This design comes from an exercise in tuning for small area and a short achievable clock period on the open sky130 flow, not from production work.
At most, simulation tests tie the RTL to the original design; equivalence was not proved.
Power figures rest on the tool's default switching activity, not on a simulated workload.

== build 97 ==
## id_stage_top
module id_stage_top (
	input  logic         clk,
	input  logic         rst_i,
	input  logic         inst_valid_i,
	input  logic [31:0]  pc_i,
	input  logic [31:0]  inst_i,
	input  logic [31:0]  rf_data1_i,
	input  logic [31:0]  rf_data2_i,
	input  logic [37:0]  ex_fwd_i,
	input  logic [37:0]  mem_fwd_i,
	input  logic         stall_i,
	output logic [11:0]  rf_read_o,
	output logic [32:0]  branch_o,
	output logic [155:0] id_ex_o
);
	logic       lui, auipc, jal, jalr, br, ld, st, opi, op, legal, re1, re2;
	logic [2:0] alusel_unused;
	inst_decoder u_dec (
		.inst_i  (inst_i),
		.lui_o   (lui),
		.auipc_o (auipc),
		.jal_o   (jal),
		.jalr_o  (jalr),
		.br_o    (br),
		.ld_o    (ld),
		.st_o    (st),
		.opi_o   (opi),
		.op_o    (op),
		.legal_o (legal),
		.re1_o   (re1),
		.re2_o   (re2),
		.alusel_o(alusel_unused)
	);
	logic [4:0] rs1, rs2;
	assign rs1 = inst_i[19:15];
	assign rs2 = inst_i[24:20];
	assign rf_read_o = {re1, re2, re1 ? rs1 : 5'd0, re2 ? rs2 : 5'd0};
	logic [31:0] imm_i, imm_s, imm_b, imm_u, imm_j, imm_sh;
	assign imm_i  = {{20{inst_i[31]}}, inst_i[31:20]};
	assign imm_s  = {{20{inst_i[31]}}, inst_i[31:25], inst_i[11:7]};
	assign imm_b  = {{20{inst_i[31]}}, inst_i[7], inst_i[30:25], inst_i[11:8], 1'b0};
	assign imm_u  = {inst_i[31:12], 12'b0};
	assign imm_j  = {{12{inst_i[31]}}, inst_i[19:12], inst_i[20], inst_i[30:21], 1'b0};
	assign imm_sh = {27'b0, inst_i[24:20]};
	logic        ex_we, mem_we;
	logic [4:0]  ex_a, mem_a;
	logic [31:0] ex_d, mem_d;
	assign {ex_we, ex_a, ex_d}    = ex_fwd_i;
	assign {mem_we, mem_a, mem_d} = mem_fwd_i;
	logic ex_ok, mem_ok;
	assign ex_ok  = ex_we  && ex_a  != 5'd0;
	assign mem_ok = mem_we && mem_a != 5'd0;
	logic ex_hit1, mem_hit1, ex_hit2, mem_hit2;
	assign ex_hit1  = ex_ok  && ex_a  == rs1;
	assign mem_hit1 = mem_ok && mem_a == rs1;
  ...
==> flow/config.mk <==
export PLATFORM = sky130hd
export DESIGN_NAME = id_stage_top
export DESIGN_NICKNAME = id_stage_top
export VERILOG_FILES = /design/flow/design.v
export SDC_FILE = /design/flow/constraint.sdc
export NUM_CORES = 4
export LEC_CHECK = 0
export ABC_AREA = 1
export CAP_MARGIN = 20
export CORE_MARGIN = 2
export CORE_UTILIZATION = 40
export SETUP_SLACK_MARGIN = 3.0
export SLEW_MARGIN = 20
==> flow/constraint.sdc <==
create_clock -name core_clock -period 12.0 [get_ports {clk}]
set_input_delay 2.4000 -clock core_clock [delete_from_list [all_inputs] [get_ports {clk}]]
set_output_delay 2.4000 -clock core_clock [all_outputs]
set_load 0.01 [all_outputs]
standard.sh (not shown) runs the stock make flow with config.mk's settings and CLKGATE_MAP_FILE= SYNTH_SCRIPT=/design/flow/synth_recipe.tcl, a recipe that flattens the netlist after the stock synthesis.
==> flow/flow/run.sh <==
#!/bin/bash
# Standard ORFS layout; the only change is the cell that buffer_ports puts
# on every input and output port (a plain buffer instead of the default
# delay-buffer choice). Every tool's output goes to orfs/logs and flow.log.
set -euo pipefail
export BUFFER_PORTS_ARGS="-buffer_cell sky130_fd_sc_hd__buf_1"
bash standard.sh finish > flow.log 2>&1
--- input diff build 97..build 12 ---
--- a/flow/design.v
+++ b/flow/design.v
@@ -256,24 +256,47 @@
 				end
 			end
 			gf = gg;
 		end
 	end
 	assign c   = {gf[30:0], 1'b0};
 	if (KIND == 2) begin : g_plain
 		assign s_o = a_i + b_i;
 	end else begin : g_pfx
 		assign s_o = p[0] ^ c;
 	end
 endmodule
+module cmp32 (
+	input  logic [31:0] a_i,
+	input  logic [31:0] b_i,
+	output logic        lt_o,
+	output logic        eq_o
+);
+	logic [31:0] l [6];
+	logic [31:0] e [6];
+	always_comb begin
+		l[0] = ~a_i & b_i;
+		e[0] = ~(a_i ^ b_i);
+		for (int k = 1; k < 6; k++) begin
+			l[k] = '0;
+			e[k] = '0;
+			for (int i = 0; i < (32 >> k); i++) begin
+				l[k][i] = l[k-1][2*i+1] | (e[k-1][2*i+1] & l[k-1][2*i]);
+				e[k][i] = e[k-1][2*i+1] & e[k-1][2*i];
+			end
+		end
+	end
+	assign lt_o = l[5][0];
+	assign eq_o = e[5][0];
+endmodule
 `timescale 1ns/10ps
 module id_stage_top (
 	input  logic         clk,
 	input  logic         rst_i,
 	input  logic         inst_valid_i,
 	input  logic [31:0]  pc_i,
 	input  logic [31:0]  inst_i,
 	input  logic [31:0]  rf_data1_i,
 	input  logic [31:0]  rf_data2_i,
 	input  logic [37:0]  ex_fwd_i,
 	input  logic [37:0]  mem_fwd_i,
 	input  logic         stall_i,
@@ -324,37 +347,45 @@
 	assign ex_hit2  = ex_ok  && ex_a  == rs2;
 	assign mem_hit2 = mem_ok && mem_a == rs2;
 	logic f1_ex, f1_mem, f1_rf, f2_ex, f2_mem, f2_rf;
 	assign f1_ex  = ex_hit1;
 	assign f1_mem = !ex_hit1 && mem_hit1;
 	assign f1_rf  = !ex_hit1 && !mem_hit1;
 	assign f2_ex  = ex_hit2;
 	assign f2_mem = !ex_hit2 && mem_hit2;
 	assign f2_rf  = !ex_hit2 && !mem_hit2;
 	logic [31:0] f1, f2;
 	assign f1 = ({32{f1_ex}} & ex_d) | ({32{f1_mem}} & mem_d) | ({32{f1_rf}} & rf_data1_i);
 	assign f2 = ({32{f2_ex}} & ex_d) | ({32{f2_mem}} & mem_d) | ({32{f2_rf}} & rf_data2_i);
-	logic        eq, lt, cond;
-	logic [31:0] c1, c2;
-	assign c1   = {f1[31] ^ !inst_i[13], f1[30:0]};
-	assign c2   = {f2[31] ^ !inst_i[13], f2[30:0]};
-	assign lt   = c1 < c2;
-	assign eq   = f1 == f2;
-	assign cond = (inst_i[14] ? lt : eq) ^ inst_i[12];
+	logic eq, lt_u, lt_s, cond;
+	cmp32 u_cmp (.a_i(f1), .b_i(f2), .lt_o(lt_u), .eq_o(eq));
+	assign lt_s = (f1[31] != f2[31]) ? f1[31] : lt_u;
+	always_comb begin
+		case (inst_i[14:12])
+			3'b000:  cond = eq;
+			3'b001:  cond = !eq;
+			3'b100:  cond = lt_s;
+			3'b101:  cond = !lt_s;
+			3'b110:  cond = lt_u;
+			3'b111:  cond = !lt_u;
+			default: cond = 1'b0;
+		endcase
+	end
 	logic        a_rs1;
 	logic [31:0] add_a, add_b, sum;
 	assign a_rs1 = inst_i[6] && !inst_i[3] && inst_i[2];
-	assign add_a = a_rs1 ? f1 : pc_i;
+	assign add_a = ({32{a_rs1 && f1_ex}} & ex_d) | ({32{a_rs1 && f1_mem}} & mem_d) |
+		({32{a_rs1 && f1_rf}} & rf_data1_i) | ({32{!a_rs1}} & pc_i);
 	assign add_b = !inst_i[6] ? imm_u : inst_i[3] ? imm_j : inst_i[2] ? imm_i : imm_b;
-	pfx_add32 #(.KIND(2)) u_add (.a_i(add_a), .b_i(add_b), .s_o(sum));
+	pfx_add32 #(.KIND(1)) u_add (.a_i(add_a), .b_i(add_b), .s_o(sum));
 	assign branch_o = {inst_valid_i && !stall_i && (jal || jalr || (br && cond)),
 		sum[31:1], sum[0] && !a_rs1};
 	logic [31:0] pc4;
 	logic [31:0] inc_c;   
 	logic [29:0] all1 [6];   
 	always_comb begin
 		all1[0] = pc_i[31:2];
 		for (int l = 1; l < 6; l++) begin
 			for (int i = 0; i < 30; i++) begin
 				if ((i >> (l-1)) % 2 == 1)
 					all1[l][i] = all1[l-1][i] & all1[l-1][((i >> (l-1)) << (l-1)) - 1];
 				else
Notes after the runs:
Relative to build 97, the area of the die measured on build 12 has increased by a few percent. Final HPWL from detailed placement in build 12 is 3.0% below build 97. Comparing build 97 with build 12, the post-route cell area came out essentially unchanged. Build 12 vs build 97 on worst max-slew margin expressed relative to the limit: build 12 is the lower one. Going from build 97 to build 12, non-clock buffer count -29; leakage power +6.5%; growth of design area from synthesis to finish -6.7 points.
The RTL of build 97 was laid out without a check of its function.

---

id_stage_top, a different RTL version from the one above (not shown whole).
Size in the first run: ~1500 cells after synthesis, ~97 flip-flops, ~410 I/O pins, about 0.0098 mm2 of cells after synthesis.
clock: 12.0 ns
lec_check: 0
abc_area: 1
cap_margin: 20
core_margin: 2
core_utilization: 40
setup_slack_margin: 3.0
slew_margin: 20
Scripts as last shown in full above: flow/flow/run.sh
The starting point produced a clean layout.
Then changed:
--- a/flow/design.v
+++ b/flow/design.v
@@ -256,24 +256,49 @@
 				end
 			end
 			gf = gg;
 		end
 	end
 	assign c   = {gf[30:0], 1'b0};
 	if (KIND == 2) begin : g_plain
 		assign s_o = a_i + b_i;
 	end else begin : g_pfx
 		assign s_o = p[0] ^ c;
 	end
 endmodule
+module cmp32 (
+	input  logic [31:0] a_i,
+	input  logic [31:0] b_i,
+	input  logic        signed_i,
+	output logic        lt_o,
+	output logic        eq_o
+);
+	logic [31:0] l [6];
+	logic [31:0] e [6];
+	always_comb begin
+		l[0] = ~a_i & b_i;
+		l[0][31] = signed_i ? (a_i[31] & ~b_i[31]) : (~a_i[31] & b_i[31]);
+		e[0] = ~(a_i ^ b_i);
+		for (int k = 1; k < 6; k++) begin
+			l[k] = '0;
+			e[k] = '0;
+			for (int i = 0; i < (32 >> k); i++) begin
+				l[k][i] = l[k-1][2*i+1] | (e[k-1][2*i+1] & l[k-1][2*i]);
+				e[k][i] = e[k-1][2*i+1] & e[k-1][2*i];
+			end
+		end
+	end
+	assign lt_o = l[5][0];
+	assign eq_o = e[5][0];
+endmodule
 `timescale 1ns/10ps
 module id_stage_top (
 	input  logic         clk,
 	input  logic         rst_i,
 	input  logic         inst_valid_i,
 	input  logic [31:0]  pc_i,
 	input  logic [31:0]  inst_i,
 	input  logic [31:0]  rf_data1_i,
 	input  logic [31:0]  rf_data2_i,
 	input  logic [37:0]  ex_fwd_i,
 	input  logic [37:0]  mem_fwd_i,
 	input  logic         stall_i,
@@ -324,30 +349,26 @@
 	assign ex_hit2  = ex_ok  && ex_a  == rs2;
 	assign mem_hit2 = mem_ok && mem_a == rs2;
 	logic f1_ex, f1_mem, f1_rf, f2_ex, f2_mem, f2_rf;
 	assign f1_ex  = ex_hit1;
 	assign f1_mem = !ex_hit1 && mem_hit1;
 	assign f1_rf  = !ex_hit1 && !mem_hit1;
 	assign f2_ex  = ex_hit2;
 	assign f2_mem = !ex_hit2 && mem_hit2;
 	assign f2_rf  = !ex_hit2 && !mem_hit2;
 	logic [31:0] f1, f2;
 	assign f1 = ({32{f1_ex}} & ex_d) | ({32{f1_mem}} & mem_d) | ({32{f1_rf}} & rf_data1_i);
 	assign f2 = ({32{f2_ex}} & ex_d) | ({32{f2_mem}} & mem_d) | ({32{f2_rf}} & rf_data2_i);
-	logic        eq, lt, cond;
-	logic [31:0] c1, c2;
-	assign c1   = {f1[31] ^ !inst_i[13], f1[30:0]};
-	assign c2   = {f2[31] ^ !inst_i[13], f2[30:0]};
-	assign lt   = c1 < c2;
-	assign eq   = f1 == f2;
+	logic eq, lt, cond;
+	cmp32 u_cmp (.a_i(f1), .b_i(f2), .signed_i(!inst_i[13]), .lt_o(lt), .eq_o(eq));
 	assign cond = (inst_i[14] ? lt : eq) ^ inst_i[12];
 	logic        a_rs1;
 	logic [31:0] add_a, add_b, sum;
 	assign a_rs1 = inst_i[6] && !inst_i[3] && inst_i[2];
 	assign add_a = a_rs1 ? f1 : pc_i;
 	assign add_b = !inst_i[6] ? imm_u : inst_i[3] ? imm_j : inst_i[2] ? imm_i : imm_b;
 	pfx_add32 #(.KIND(1)) u_add (.a_i(add_a), .b_i(add_b), .s_o(sum));
 	assign branch_o = {inst_valid_i && !stall_i && (jal || jalr || (br && cond)),
 		sum[31:1], sum[0] && !a_rs1};
 	logic [31:0] pc4;
 	logic [31:0] inc_c;   
 	logic [29:0] all1 [6];   
=> Die area climbs by a little under a tenth; cell area went up by a few percent; worst hold slack stays flat; via count is higher by a few percent; sequential power barely changes; combinational power rose slightly; routed wire length falls slightly; maximum frequency stays flat.
For the second run of this note, only the layout was checked, not whether the RTL still works.

afterwards: timing with drivers on the ports:
No port has a modelled driver above. Below, the same layouts with a new extraction and two added sets of constraints. Step 1 assumes that a clkbuf_16 drives the clock port and a buf_2 every other input. Step 2 adds t to the input delays and takes it off the output delays; t is the mean of the earliest and latest rising clock arrival at the registers after step 1. Input paths then give back, and output paths get back, about the clock's delay inside the block. a / b / c = ideal ports / drivers / drivers and shift; a / b = the first two.
run | shift t [ns] | slack for setup (ns) | latest minus earliest clock arrival (ns) | worst slew at a driven data input, ns | pins driven straight from the clock port
build 97 | 0.409 | 3.057 / 3.031 / 3.031 | 0.019 / 0.019 | 0.06 | 1
build 12 | 0.412 | 3.272 / 3.246 / 3.246 | 0.016 / 0.015 | 0.08 | 1
the first run of note 2 | 0.404 | 3.223 / 3.200 / 3.200 | 0.014 / 0.014 | 0.08 | 1
the second run of note 2 | 0.412 | 3.235 / 3.214 / 3.214 | 0.011 / 0.011 | 0.07 | 1
After both steps every run listed still meets setup and hold.
